Context: an optimization exercise on an open-source flow, tuned for small area and a short achievable clock period. The choices shown serve that exercise and are no tape-out recipe.
Function was not checked in any run shown here: the RTL went through the layout flow alone.
No activity file was given, so power comes from the tool's default toggle rates.

===== run.sh =====
#!/bin/bash
# synth_recipe.tcl (not shown) runs the flow's synth.tcl, then flattens the netlist and writes it again
# the make line also repeats each setting of config.mk as NAME=value (left out here)
make -C /OpenROAD-flow-scripts/flow DESIGN_CONFIG=/design/flow/config.mk WORK_HOME=/design/flow/orfs CLKGATE_MAP_FILE= SYNTH_SCRIPT=/design/flow/synth_recipe.tcl finish

===== config.mk =====
export PLATFORM = sky130hd
export DESIGN_NAME = platform_interrupt_controller
export DESIGN_NICKNAME = platform_interrupt_controller
export VERILOG_FILES = /design/flow/design.v
export SDC_FILE = /design/flow/constraint.sdc
export NUM_CORES = 4
export LEC_CHECK = 0
export CAP_MARGIN = 20
export CORE_MARGIN = 2
export CORE_UTILIZATION = 40
export SLEW_MARGIN = 20

===== constraint.sdc =====
create_clock -name core_clock -period 5.5 [get_ports {clock}]
set_input_delay 1.1000 -clock core_clock [delete_from_list [all_inputs] [get_ports {clock}]]
set_output_delay 1.1000 -clock core_clock [all_outputs]
set_load 0.01 [all_outputs]

===== design.v =====
`timescale 1ns / 1ps
package plic_pkg;
   localparam int DEF_NUM_HARTS   = 4;
   localparam int DEF_NUM_SOURCES = 32;
   localparam int CMD_W    = 2;
   localparam int OFFSET_W = 26;
   localparam int DATA_W   = 32;
   localparam int SRC_W    = 5;
   localparam int PRIO_W   = 3;
   localparam int HARTS_W  = 3;
   localparam int LINE_W   = 4;
   localparam int WORD_W   = 10;
   localparam logic [CMD_W-1:0] CMD_READ  = 2'd0;
   localparam logic [CMD_W-1:0] CMD_WRITE = 2'd1;
   localparam logic [CMD_W-1:0] CMD_LEVEL = 2'd2;
   localparam logic [OFFSET_W-1:0] PEND_BASE = 26'h000_1000;
   localparam logic [OFFSET_W-1:0] EN_BASE   = 26'h000_2000;
   localparam logic [OFFSET_W-1:0] CTX_BASE  = 26'h020_0000;
   localparam int EN_STRIDE  = 'h80;
   localparam int CTX_STRIDE = 'h1000;
   localparam int EN_CTX_LSB = 7;
   localparam logic [WORD_W-1:0] CTX_WORD_THRESHOLD = 10'd0;
   localparam logic [WORD_W-1:0] CTX_WORD_CLAIM     = 10'd1;
   localparam logic [HARTS_W-1:0] ACTIVE_HARTS_RESET = 3'd1;
endpackage
`timescale 1ns / 1ps
import plic_pkg::*;
module platform_interrupt_controller #(
   parameter int NUM_HARTS   = plic_pkg::DEF_NUM_HARTS,
   parameter int NUM_SOURCES = plic_pkg::DEF_NUM_SOURCES
) (
   input  logic                             clock,
   input  logic                             reset,
   input  logic                             start,
   output logic                             busy,
   input  logic [plic_pkg::CMD_W-1:0]       req_command,
   input  logic [plic_pkg::OFFSET_W-1:0]    req_offset,
   input  logic [plic_pkg::DATA_W-1:0]      req_write_data,
   input  logic [plic_pkg::SRC_W-1:0]       req_irq_source,
   input  logic                             req_irq_level,
   output logic                             rsp_strobe,
   output logic [plic_pkg::DATA_W-1:0]      rsp_read_data,
   output logic                             rsp_access_error,
   output logic [plic_pkg::LINE_W-1:0]      rsp_supervisor_lines,
   output logic [plic_pkg::LINE_W-1:0]      rsp_machine_lines,
   input  logic                             csr_write_enable,
   input  logic [plic_pkg::HARTS_W-1:0]     csr_write_data
);
   localparam int NUM_CTX = 2 * NUM_HARTS;
   logic [NUM_SOURCES-1:1]             pending_ff;
   logic [NUM_SOURCES-1:1]             claimed_ff;
   logic [NUM_SOURCES-1:0][PRIO_W-1:0] prio_ff;
   logic [NUM_CTX-1:0][DATA_W-1:0]     enable_ff;
   logic [NUM_HARTS-1:0]               hart_on_ff;    
   logic                   s1_valid;
   logic                   s1_prio_rd;
   logic                   s1_pend_rd;
   logic                   s1_en_rd;
   logic                   s1_err;
   logic [7:0]             s1_off;        
   logic [SRC_W-1:0]       s1_claim_id;   
   logic                   rsp_strobe_ff;
   logic [DATA_W-1:0]      rsp_read_data_ff;
   logic                   rsp_access_error_ff;
   logic [LINE_W-1:0]      rsp_sup_ff;
   logic [LINE_W-1:0]      rsp_mach_ff;
   assign busy = 1'b0;
   logic       acc, is_rd, is_wr, is_lvl;
   logic       r_prio, r_pend, r_en, r_ctx;
   logic       w_thr, w_claim, w_other;
   logic [NUM_HARTS-1:0] hart_on_next;
   logic       en_ok;
   always_comb begin
      acc     = start & ~reset;
      is_rd   = acc & (req_command == CMD_READ);
      is_wr   = acc & (req_command == CMD_WRITE);
      is_lvl  = acc & (req_command == CMD_LEVEL);
      r_prio  = (req_offset[25:7] == 19'd0);
      r_pend  = (req_offset[25:2] == 24'h000400);
      r_en    = (req_offset[25:10] == 16'h0008);
      r_ctx   = (req_offset[25:15] == 11'h040);
      w_thr   = (req_offset[11:2] == 10'd0);
      w_claim = (req_offset[11:2] == 10'd1);
      w_other = ~w_thr & ~w_claim;
      for (int h = 0; h < NUM_HARTS; h++) begin
         hart_on_next[h] = csr_write_enable ? (csr_write_data > HARTS_W'(h)) : hart_on_ff[h];
      end
      en_ok = hart_on_next[req_offset[9:8]];
   end
   logic [NUM_SOURCES-1:0] elig;
   logic [NUM_SOURCES-1:0] first;     
   logic [SRC_W-1:0]       first_id;
   logic [NUM_SOURCES-1:0] seen;
   always_comb begin
      elig = {pending_ff & ~claimed_ff, 1'b0};
      seen[0] = 1'b0;
      for (int i = 1; i < NUM_SOURCES; i++) seen[i] = seen[i-1] | elig[i-1];
      first = elig & ~seen;
      first_id = '0;
      for (int i = 0; i < NUM_SOURCES; i++)
         if (first[i]) first_id = first_id | SRC_W'(i);
   end
   logic do_claim, do_compl;
   assign do_claim = is_rd & r_ctx & w_claim;
   assign do_compl = is_wr & r_ctx & w_claim;
   logic [DATA_W-1:0]      wdata_m;
   logic [NUM_SOURCES-1:0] prio_we;
   logic [NUM_CTX-1:0]     en_we;
   always_comb begin
      wdata_m = req_write_data & {DATA_W{~reset}};
      for (int i = 0; i < NUM_SOURCES; i++)
         prio_we[i] = reset | (is_wr & ((r_prio & (req_offset[6:2] == SRC_W'(i))) |
                                        ((i == 0) & r_ctx & w_thr)));
      for (int c = 0; c < NUM_CTX; c++)
         en_we[c] = reset | (is_wr & r_en & en_ok & (req_offset[9:7] == 3'(c)));
   end
   always_ff @(posedge clock) begin
      for (int i = 1; i < NUM_SOURCES; i++) begin
         if (reset) begin
            pending_ff[i] <= 1'b0;
            claimed_ff[i] <= 1'b0;
         end else begin
            if (is_lvl && req_irq_source == SRC_W'(i))
               pending_ff[i] <= req_irq_level;
            else if (do_claim && first[i])
               pending_ff[i] <= 1'b0;
            if (do_compl && req_write_data[SRC_W-1:0] == SRC_W'(i))
               claimed_ff[i] <= 1'b0;
            else if (do_claim && first[i])
               claimed_ff[i] <= 1'b1;
         end
      end
      for (int i = 0; i < NUM_SOURCES; i++)
         if (prio_we[i]) prio_ff[i] <= wdata_m[PRIO_W-1:0];
      for (int c = 0; c < NUM_CTX; c++)
         if (en_we[c]) enable_ff[c] <= wdata_m;
      if (reset)
         hart_on_ff <= NUM_HARTS'(1);
      else
         hart_on_ff <= hart_on_next;
   end
   always_ff @(posedge clock) begin
      s1_valid    <= acc;
      s1_prio_rd  <= is_rd & r_prio;
      s1_pend_rd  <= is_rd & r_pend & (req_offset[1:0] == 2'd0);
      s1_en_rd    <= is_rd & r_en & en_ok;
      s1_err      <= (is_wr & r_pend) | (is_wr & r_ctx & w_other) |
                     ((is_rd | is_wr) & ~r_prio & ~r_pend & ~r_en & ~r_ctx);
      s1_off      <= req_offset[9:2];
      s1_claim_id <= do_claim ? first_id : '0;
   end
   logic [DATA_W-1:0]      rd_data;
   logic [NUM_SOURCES-1:0] elig_now;
   logic [LINE_W-1:0]      sup, mach;
   always_comb begin
      rd_data = DATA_W'(s1_claim_id);
      if (s1_prio_rd) rd_data = rd_data | DATA_W'(prio_ff[s1_off[4:0]]);
      if (s1_pend_rd) rd_data = rd_data | {pending_ff, 1'b0};
      if (s1_en_rd)   rd_data = rd_data | enable_ff[s1_off[7:5]];
      elig_now = {pending_ff & ~claimed_ff, 1'b0};
      for (int h = 0; h < NUM_HARTS; h++) begin
         sup[h]  = hart_on_ff[h] & |(elig_now & enable_ff[2*h]);
         mach[h] = hart_on_ff[h] & |(elig_now & enable_ff[2*h+1]);
      end
   end
   always_ff @(posedge clock) begin
      rsp_strobe_ff       <= s1_valid;
      rsp_read_data_ff    <= rd_data;
      rsp_access_error_ff <= s1_err;
      rsp_sup_ff          <= sup;
      rsp_mach_ff         <= mach;
   end
   assign rsp_strobe           = rsp_strobe_ff;
   assign rsp_read_data        = rsp_read_data_ff;
   assign rsp_access_error     = rsp_access_error_ff;
   assign rsp_supervisor_lines = rsp_sup_ff;
   assign rsp_machine_lines    = rsp_mach_ff;
endmodule

==> run_results.csv, run 1 <==
group,metric,value,unit
run_status,run_status,"finished clean",
cts,holdBufCountCts,0,
global_route,gr-usage-all-layers,26.59,%
cts,clock_latency,0.63,ns
routing,detail_route.drc_violations,0,
timing,fin_skew,0.04872,ns
timing,setup_violations,0,
critical_path,startpoint_type,"input pin",
synthesis,ys_dominant_reg_cell,"sky130_fd_sc_hd__edfxtp_1",
critical_path,critical_path_required,5.79,ns
min_path,whs_path_depth,0,
routing,post_detailed_routing_wire_length,70.96,mm
synthesis,async_reset_ff_share,0,%
finish,mostFrequentLayoutCells,"sky130_fd_sc_hd__edfxtp_1, sky130_fd_sc_hd__dfxtp_1, sky130_fd_sc_hd__clkdlybuf4s50_1",
place,gp_congestion,0.9927,
timing,slew_violations,0,
synthesis,post_synthesis_cells,1431,
cts,clock_tree.root_cell,"sky130_fd_sc_hd__clkbuf_16",
synthesis,synth_fp_nets,1504,
floorplanning,die_width,231.3,microns
critical_path,crit_type,"input pin to register",
place,dpl.hpwl,51.56,mm
cts,clkSlewWorstSetupHoldPaths,0.06,ns
floorplanning,initial_core_utilization,40.38,%
finish,areaGrowthSynthToFinish,19.06,%
cts,cts_resized,0,
global_route,vias_in_the_first_global_route,14320,
routing,dr_total_vias,14660,
floorplanning,chipHeight,231.3,microns
routing,first_iter_violations,1990,
timing,final_min_period_over_clock_period,70.84,%
pwr,p_total,8.465,mW
synthesis,cell_area_synth,20670,sq um
floorplanning,die_footprint,53520,sq um
cts,htree_num_levels,2,
critical_path,slowest_stage,"sky130_fd_sc_hd__a31o_2",
cts,cts_inserted_buffers,50,
timing,hold_slack,0.3265,ns
cts,cts.path.max_buffers,3,
synthesis,ys_seq_area_share,63.33,%
pwr,vdd_drop_max,0.2261,mV
synthesis,synth.ff_latch_count,478,
timing,slew_headroom,31.78,%
synthesis,yosysWarningCount,1,
synthesis,synth.avg_cell_area,14.45,sq um
critical_path,worst_ep_arrival_time,4.18,ns
finish,antenna-diode-count,0,
min_path,min_path_type,"register to register",
job,drv.max_cap_violation_count,0,
global_route,number_of_antenna_violations_at_the_first_check_in_global_routing,2,
synthesis,synth_cell_type_count,67,
cts,cts_tree,"yes",
place,place.port_buffers,114,
finish,nets,1636,
critical_path,worstSetupEndpointType,"register",
pwr,power_leakage,8.197,nW
floorplanning,core_region_area,51200,sq um
critical_path,timing.critical_path.cells,"clkdlybuf4s50_1, nor4_1, and3_1, nand3_1, nor4_1, a31o_2, buf_4",
cts,cts_num_sinks,478,
routing,drt-pass1-iter-count,5,
floorplanning,ioPinCount,116,
timing,hold_viol_final,0,
critical_path,worst_path_most_repeated_cell,"sky130_fd_sc_hd__nor4_1",
floorplanning,rows,83,
timing,post-route-min-period,3.896,ns
timing,max_clock_freq,0.2567,GHz
cts,post_cts.repair.setup_buffers,0,
synthesis,number_of_synthesized_flops_with_an_enable_pin,352,
global_route,grt_first_pass_wirelength,102.7,mm
global_route,grt_start_max_net_pins,49,
finish,layout.cells.most_common,"sky130_fd_sc_hd__edfxtp_1",
routing,post_drt_wl_per_cell,31.05,microns
pwr,power-per-cell-area,343.9,nW/um^2
routing,detail_route.vias_per_cell,6.415,
critical_path,delay_contributed_by_the_slowest_stage_of_the_critical_path,0.65,ns
routing,final_antenna_net_count,0,
critical_path,worst_case_reg_to_reg_path_depth,5,
finish,fill_cells,4460,
timing,fin_setup_tns,0,ns
timing,rsz0062_at_grt,"false",
timing,tightestPinTransition,1.015,ns
critical_path,worstPathMaxFanout,16,
global_route,grt_overflow,0,
finish,drive_gt1_share,18.38,%
[power by group]
part / internal (mW) / total (mW) / leakage (nW) / switching [mW]
Clock: 2.14 / 3.62 / 0.855 / 1.48
Combinational: 0.253 / 0.551 / 2.93 / 0.299
Sequential: 4.12 / 4.30 / 4.41 / 0.180
Total: 6.51 / 8.46 / 8.20 / 1.96
[per-stage QoR]
stage	util, %	std cells	setup slack, ns	area (sq um)
2_1_floorplan	-	1431	0.3676	20670
5_1_grt	48.08	2285	1.429	24620
4_1_cts	48.07	2285	1.673	24610
3_5_place_dp	44.56	2191	1.066	22810
6_report	48.08	2285	1.604	24620
3_3_place_gp	44.55	2191	1.162	22810
[synth_stat cells, drive strengths merged, types with 20 or more instances]
cell type	instances	share of area, %
nand2	70	1.3
nand4	20	0.68
dfxtp	126	12
o21ai	36	0.87
edfxtp	352	51
nor2	57	1.0
a22o	78	3.3
clkbuf	70	1.3
mux2	35	1.9
nand3	31	0.75
a21oi	29	0.70
nor3	34	0.85
a221oi	60	2.5
nor2b	77	2.3
mux4	90	9.8
[worst paths after layout]
| check | slack (ns) | endpoint | start |
|---|---|---|---|
| worst max-delay path | 1.60 | enable_ff[46] | req_offset[22] |
| worst min-delay path | 0.33 | rsp_strobe_ff | s1_valid |
| worst max register to register | 2.62 | enable_ff[46] | hart_on_ff[1] |
| worst min register to register | 0.33 | rsp_strobe_ff | s1_valid |
[cell type report]
class,instances,area (sq um),area share [%]
Clock inverter,29,331.6,1.347
Inverter,11,41.29,0.1677
Timing Repair Buffer,169,1551,6.303
Multi-Input combinational cell,853,7273,29.55
Sequential cell,478,13100,53.22
Tap cell,680,850.8,3.456
Clock buffer,65,1468,5.962
[registers in the layout, summed over array words and instances, names as in the netlist]
name,flops
rsp_access_error_ff,1
enable_ff,256
s1_claim_id,5
rsp_read_data_ff,32
hart_on_ff,4
s1_valid,1
claimed_ff,31
rsp_mach_ff,4
s1_en_rd,1
prio_ff,96
s1_err,1
s1_off,8
rsp_sup_ff,4
s1_pend_rd,1
rsp_strobe_ff,1
pending_ff,31
s1_prio_rd,1
[logic make-up after synthesis]
kind of cell / share of synthesized area [%]
flops: 63.33
fa+ha+maj: 0.04842
mux: 12.19
compound gates: 12.32
other cells: 0.01814
buf+inv: 1.864
simple gates: 10.23
[routing by layer]
metal | up-vias | GRT usage [%] | routed length (microns) | share of wire [%]
met3 | 180 | 6.422 | 7953 | 11
met5 | - | 0 | 25 | 0.035
met2 | 985 | 41.01 | 32030 | 45
met4 | 4 | 9.960 | 3018 | 4.3
met1 | 7390 | 36.50 | 27930 | 39
li1 | 6100 | - | - | -
[worst max-delay path: cells and delay by family]
family                 cells  cell delay, ns
AOI/OAI and AO/OA          1            0.65
and+or+nand+nor            4            1.72
buffers and inverters      2            0.70
==> inputs of run 2 (changes only) <==
--- a/design.v
+++ b/design.v
@@ -51,13 +51,18 @@
    logic [NUM_SOURCES-1:1]             claimed_ff;
    logic [NUM_SOURCES-1:0][PRIO_W-1:0] prio_ff;
    logic [NUM_CTX-1:0][DATA_W-1:0]     enable_ff;
+   logic [NUM_CTX-1:0]                 en_valid_ff;   
    logic [NUM_HARTS-1:0]               hart_on_ff;    
+   logic                               rst_q;         
    logic                   s1_valid;
    logic                   s1_prio_rd;
    logic                   s1_pend_rd;
    logic                   s1_en_rd;
    logic                   s1_err;
-   logic [7:0]             s1_off;        
+   logic                   s1_prio_wr;    
+   logic [SRC_W-1:0]       s1_idx;        
+   logic [2:0]             s1_ctx;        
+   logic [PRIO_W-1:0]      s1_prio_data;
    logic [SRC_W-1:0]       s1_claim_id;   
    logic                   rsp_strobe_ff;
    logic [DATA_W-1:0]      rsp_read_data_ff;
@@ -71,7 +76,7 @@
    logic [NUM_HARTS-1:0] hart_on_next;
    logic       en_ok;
    always_comb begin
-      acc     = start & ~reset;
+      acc     = start;
       is_rd   = acc & (req_command == CMD_READ);
       is_wr   = acc & (req_command == CMD_WRITE);
       is_lvl  = acc & (req_command == CMD_LEVEL);
@@ -101,66 +106,64 @@
          if (first[i]) first_id = first_id | SRC_W'(i);
    end
    logic do_claim, do_compl;
+   logic [NUM_CTX-1:0] en_we;
    assign do_claim = is_rd & r_ctx & w_claim;
    assign do_compl = is_wr & r_ctx & w_claim;
-   logic [DATA_W-1:0]      wdata_m;
-   logic [NUM_SOURCES-1:0] prio_we;
-   logic [NUM_CTX-1:0]     en_we;
-   always_comb begin
-      wdata_m = req_write_data & {DATA_W{~reset}};
-      for (int i = 0; i < NUM_SOURCES; i++)
-         prio_we[i] = reset | (is_wr & ((r_prio & (req_offset[6:2] == SRC_W'(i))) |
-                                        ((i == 0) & r_ctx & w_thr)));
+   always_comb
       for (int c = 0; c < NUM_CTX; c++)
-         en_we[c] = reset | (is_wr & r_en & en_ok & (req_offset[9:7] == 3'(c)));
-   end
+         en_we[c] = is_wr & r_en & en_ok & (req_offset[9:7] == 3'(c));
    always_ff @(posedge clock) begin
+      rst_q <= reset;
       for (int i = 1; i < NUM_SOURCES; i++) begin
-         if (reset) begin
+         if (is_lvl && req_irq_source == SRC_W'(i))
+            pending_ff[i] <= req_irq_level;
+         else if (rst_q || (do_claim && first[i]))
             pending_ff[i] <= 1'b0;
+         if (rst_q || (do_compl && req_write_data[SRC_W-1:0] == SRC_W'(i)))
             claimed_ff[i] <= 1'b0;
-         end else begin
-            if (is_lvl && req_irq_source == SRC_W'(i))
-               pending_ff[i] <= req_irq_level;
-            else if (do_claim && first[i])
-               pending_ff[i] <= 1'b0;
-            if (do_compl && req_write_data[SRC_W-1:0] == SRC_W'(i))
-               claimed_ff[i] <= 1'b0;
-            else if (do_claim && first[i])
-               claimed_ff[i] <= 1'b1;
-         end
+         else if (do_claim && first[i])
+            claimed_ff[i] <= 1'b1;
       end
       for (int i = 0; i < NUM_SOURCES; i++)
-         if (prio_we[i]) prio_ff[i] <= wdata_m[PRIO_W-1:0];
-      for (int c = 0; c < NUM_CTX; c++)
-         if (en_we[c]) enable_ff[c] <= wdata_m;
+         if (rst_q || (s1_prio_wr && s1_idx == SRC_W'(i)))
+            prio_ff[i] <= s1_prio_data & {PRIO_W{~rst_q}};
+      for (int c = 0; c < NUM_CTX; c++) begin
+         if (en_we[c]) enable_ff[c] <= req_write_data;
+         if (en_we[c]) en_valid_ff[c] <= 1'b1;
+         else if (rst_q) en_valid_ff[c] <= 1'b0;
+      end
       if (reset)
          hart_on_ff <= NUM_HARTS'(1);
       else
          hart_on_ff <= hart_on_next;
    end
    always_ff @(posedge clock) begin
-      s1_valid    <= acc;
-      s1_prio_rd  <= is_rd & r_prio;
-      s1_pend_rd  <= is_rd & r_pend & (req_offset[1:0] == 2'd0);
-      s1_en_rd    <= is_rd & r_en & en_ok;
-      s1_err      <= (is_wr & r_pend) | (is_wr & r_ctx & w_other) |
-                     ((is_rd | is_wr) & ~r_prio & ~r_pend & ~r_en & ~r_ctx);
-      s1_off      <= req_offset[9:2];
-      s1_claim_id <= do_claim ? first_id : '0;
+      s1_valid     <= start & ~reset;
+      s1_prio_rd   <= is_rd & r_prio;
+      s1_pend_rd   <= is_rd & r_pend & (req_offset[1:0] == 2'd0);
+      s1_en_rd     <= is_rd & r_en & en_ok;
+      s1_err       <= (is_wr & r_pend) | (is_wr & r_ctx & w_other) |
+                      ((is_rd | is_wr) & ~r_prio & ~r_pend & ~r_en & ~r_ctx);
+      s1_prio_wr   <= is_wr & (r_prio | (r_ctx & w_thr));
+      s1_idx       <= r_prio ? req_offset[6:2] : '0;
+      s1_ctx       <= req_offset[9:7];
+      s1_prio_data <= req_write_data[PRIO_W-1:0];
+      s1_claim_id  <= (do_claim && !rst_q) ? first_id : '0;
    end
    logic [DATA_W-1:0]      rd_data;
    logic [NUM_SOURCES-1:0] elig_now;
    logic [LINE_W-1:0]      sup, mach;
    always_comb begin
       rd_data = DATA_W'(s1_claim_id);
-      if (s1_prio_rd) rd_data = rd_data | DATA_W'(prio_ff[s1_off[4:0]]);
+      if (s1_prio_rd) rd_data = rd_data | DATA_W'(prio_ff[s1_idx]);
       if (s1_pend_rd) rd_data = rd_data | {pending_ff, 1'b0};
-      if (s1_en_rd)   rd_data = rd_data | enable_ff[s1_off[7:5]];
+      if (s1_en_rd && en_valid_ff[s1_ctx]) rd_data = rd_data | enable_ff[s1_ctx];
       elig_now = {pending_ff & ~claimed_ff, 1'b0};
       for (int h = 0; h < NUM_HARTS; h++) begin
-         sup[h]  = hart_on_ff[h] & |(elig_now & enable_ff[2*h]);
-         mach[h] = hart_on_ff[h] & |(elig_now & enable_ff[2*h+1]);
+         sup[h]  = ~rst_q & hart_on_ff[h] & en_valid_ff[2*h] &
+                   |(elig_now & enable_ff[2*h]);
+         mach[h] = ~rst_q & hart_on_ff[h] & en_valid_ff[2*h+1] &
+                   |(elig_now & enable_ff[2*h+1]);
       end
    end
    always_ff @(posedge clock) begin
--- a/config.mk
+++ b/config.mk
@@ -8,4 +8,5 @@
 export CAP_MARGIN = 20
 export CORE_MARGIN = 2
 export CORE_UTILIZATION = 40
+export SETUP_SLACK_MARGIN = 3.3
 export SLEW_MARGIN = 20
==> run_results.csv, run 2 <==
group,metric,value,unit
finish,largest_register_ff_count,256,
synthesis,synth_cell_type_count,58,
place,numPlacedInstances,2235,
synthesis,synth_top_area_share,54.50,%
place,gp_congestion,0.9734,
run_status,run_status,"finished clean",
timing,fin_skew,0.03328,ns
cts,cts.path.max_buffers,3,
cts,cts_tree,"yes",
routing,topRoutingLayerUsed,"met5",
critical_path,worstSetupEndpointType,"register",
routing,post_detailed_routing_wire_length,76.09,mm
routing,routedLengthMet1,28.19,mm
timing,hold_viol_final,0,
finish,final-instance-count-excl-fill,2456,
routing,dr_total_vias,15490,
floorplanning,ioPinCount,116,
global_route,grt_overflow,0,
cts,clkSlewWorstSetupHoldPaths,0.06,ns
synthesis,yosys.cell_count.top_type,"sky130_fd_sc_hd__edfxtp_1",
cts,clock_tree.root_cell,"sky130_fd_sc_hd__clkbuf_16",
critical_path,worst_ep_arrival_time,3.46,ns
timing,rsz0062_at_grt,"true",
global_route,gr-usage-all-layers,27.44,%
timing,slew_violations,0,
synthesis,yosysWarningCount,1,
routing,detail_route.drc_violations,0,
global_route,grt_first_pass_wirelength,106.5,mm
timing,final_min_period_over_clock_period,57.30,%
routing,drt-pass1-iter-count,6,
place,place.port_buffers,114,
critical_path,crit_type,"input pin to register",
synthesis,async_reset_ff_share,0,%
timing,setup_violations,0,
critical_path,register_to_register_setup_slack,2.76,ns
cts,htree_num_levels,2,
timing,hold_slack,0.3292,ns
timing,tightestPinTransition,1.061,ns
floorplanning,die_footprint,54610,sq um
finish,regMostFlops,"enable_ff",
routing,dr_wl_met3,7.041,mm
finish,mostFrequentLayoutCells,"sky130_fd_sc_hd__edfxtp_1, sky130_fd_sc_hd__nand2_1, sky130_fd_sc_hd__dfxtp_1",
synthesis,synth.ff_latch_count,491,
synthesis,ys_seq_area_share,64.74,%
floorplanning,rows,84,
pwr,vdd_drop_max,0.2213,mV
timing,slew_headroom,28.98,%
min_path,min_path_type,"register to register",
cts,clock_latency,0.62,ns
floorplanning,initial_core_utilization,40.32,%
cts,cts_num_sinks,491,
floorplanning,die_width,233.7,microns
synthesis,post_synth_most_frequent_cells,"sky130_fd_sc_hd__edfxtp_1, sky130_fd_sc_hd__nand2_1, sky130_fd_sc_hd__dfxtp_1",
pwr,power-per-cell-area,292.1,nW/um^2
routing,wl_met2,35.54,mm
timing,fin_setup_tns,0,ns
synthesis,cell_area_synth,21100,sq um
global_route,number_of_antenna_violations_at_the_first_check_in_global_routing,2,
finish,drive_gt1_share,28.35,%
global_route,vias_in_the_first_global_route,15090,
finish,nets,1798,
floorplanning,chipHeight,233.7,microns
synthesis,synth.avg_cell_area,14.21,sq um
synthesis,synth_fp_nets,1558,
routing,final_antenna_net_count,0,
synthesis,number_of_synthesized_flops_with_an_enable_pin,383,
timing,max_clock_freq,0.3173,GHz
routing,detail_route.vias_per_cell,6.307,
pwr,power_leakage,9.586,nW
synthesis,synthDominantAreaCellType,"sky130_fd_sc_hd__edfxtp_1",
finish,areaGrowthSynthToFinish,29.71,%
finish,layout.cells.most_common,"sky130_fd_sc_hd__edfxtp_1",
timing,post-route-min-period,3.151,ns
routing,post_drt_wl_per_cell,30.98,microns
synthesis,synth.top_cells.by_area,"sky130_fd_sc_hd__edfxtp_1, sky130_fd_sc_hd__dfxtp_1, sky130_fd_sc_hd__mux4_2",
global_route,grt_start_max_net_pins,65,
synthesis,ys_dominant_reg_cell,"sky130_fd_sc_hd__edfxtp_1",
floorplanning,core_region_area,52340,sq um
cts,holdBufCountCts,0,
finish,largest_registers,"enable_ff (256), prio_ff (96), rsp_read_data_ff (32)",
job,drv.max_cap_violation_count,0,
critical_path,worstPathMaxFanout,4,
synthesis,post_synthesis_cells,1485,
critical_path,critical_path_required,5.81,ns
critical_path,startpoint_type,"input pin",
cts,cts_inserted_buffers,52,
finish,fill_cells,4257,
routing,first_iter_violations,2253,
place,dpl.hpwl,49.25,mm
==> run 2: cell count changes after synthesis, moves of 12 or more <==
cell,previous run,this run
sky130_fd_sc_hd__mux2_2,35,1
sky130_fd_sc_hd__mux2i_1,10,43
sky130_fd_sc_hd__o21ai_0,36,61
sky130_fd_sc_hd__o22ai_1,16,0
sky130_fd_sc_hd__a22o_1,78,53
sky130_fd_sc_hd__dfxtp_1,126,108
sky130_fd_sc_hd__nand2_1,70,127
sky130_fd_sc_hd__nor2_1,57,83
sky130_fd_sc_hd__a21oi_1,29,61
sky130_fd_sc_hd__a211oi_1,12,24
sky130_fd_sc_hd__edfxtp_1,352,383
sky130_fd_sc_hd__nor2b_1,77,51
sky130_fd_sc_hd__o21a_1,13,0
==> run 2: worst max-delay path, stage by stage <==
cell	delay, ns
sky130_fd_sc_hd__buf_2	0.10
sky130_fd_sc_hd__or4_4	0.53
sky130_fd_sc_hd__or4b_4	0.57
sky130_fd_sc_hd__or3_4	0.36
sky130_fd_sc_hd__buf_4	0.15
sky130_fd_sc_hd__nor4_4	0.15
sky130_fd_sc_hd__buf_6	0.13
sky130_fd_sc_hd__buf_4	0.11
sky130_fd_sc_hd__buf_12	0.13
sky130_fd_sc_hd__buf_16	0.14
==> run 2: path summary, 6_finish.rpt <==
path,cells past startpoint,from,endpoint
worst min register to register,0,s1_valid,rsp_strobe_ff
worst min-delay path,0,s1_valid,rsp_strobe_ff
worst max-delay path,10,req_offset[17],enable_ff[192]
worst max register to register,8,pending_ff[20],pending_ff[27]
==> run 2: power by group <==
group	leakage, nW	switching [mW]	internal [mW]
clock	0.830	1.49	2.04
combinational	4.28	0.225	0.151
sequential	4.47	0.0272	4.06
total	9.59	1.74	6.26
==> run 2: kinds of logic after synthesis <==
group / count (synthesis) / share of synthesized area (%)
buffers and inverters: 105 / 1.992
DFF: 491 / 64.74
other: 1 / 0.01777
AOI/OAI and AO/OA: 317 / 10.59
muxes: 136 / 11.91
and+or+nand+nor: 435 / 10.74
==> run 2: layout make-up <==
| cell class | count | area, sq um | area share (%) |
|---|---|---|---|
| Sequential cell | 491 | 13680 | 49.98 |
| Tap cell | 688 | 860.8 | 3.145 |
| Antenna cell | 1 | 2.502 | 0.009141 |
| Clock inverter | 26 | 295.3 | 1.079 |
| Inverter | 6 | 22.52 | 0.08227 |
| Timing Repair Buffer | 284 | 3435 | 12.55 |
| Clock buffer | 70 | 1413 | 5.160 |
| Multi-Input combinational cell | 890 | 7664 | 27.99 |
==> run 2: routing by layer <==
| metal | global-route usage [%] | vias up |
|---|---|---|
| li1 | - | 6408 |
| met1 | 35.09 | 7798 |
| met2 | 43.74 | 1004 |
| met3 | 5.029 | 277 |
| met4 | 16.08 | 4 |
| met5 | 0 | - |
==> run 2: through the flow <==
| step | instance area [sq um] | utilization [%] | power, mW | setup WS (ns) |
|---|---|---|---|---|
| 3_3_place_gp | 23180 | 44.29 | 4.519 | 0.9852 |
| 6_report | 27380 | 52.30 | 7.997 | 2.349 |
| 2_1_floorplan | 21210 | - | 4.345 | 1.219 |
| 5_1_grt | 27370 | 52.30 | 8.182 | 2.329 |
| 4_1_cts | 26780 | 51.16 | 8.007 | 2.301 |
| 3_5_place_dp | 23180 | 44.30 | 4.527 | 0.9705 |
==> run 2: repair_timing <==
item | CTS | global route
buffers inserted | 66 | 22
endpoints found under the setup margin | 463 | 380
pin swaps | 20 | 20
gates resized for setup | 348 | 81
cloned | 31 | 5

afterwards: timing with drivers on the ports:
In the flow no input, the clock included, has a driving cell. The finished layouts below were timed again as built, in two steps. Step 1: set_driving_cell puts a clkbuf_16 on clock and a buf_2 on each other input, an assumption about the parent block. Step 2 adds t to the input delays and takes it off the output delays; t is the mean of the earliest and latest rising clock arrival at the registers after step 1. Input paths then give back, and output paths get back, about the clock's delay inside the block. a / b / c = ideal ports / drivers / drivers and shift; a / b = the first two.
run	t, ns	slack for setup (ns)	cell pins on the clock port's net
run 1	0.659	1.604 / 1.641 / 0.981	1
run 2	0.666	2.349 / 2.375 / 1.709	1
After both steps setup and hold are still met in every run listed. For run 2, which loses most, drivers alone change the setup slack by +0.026 ns; drivers and shift together by -0.640 ns.
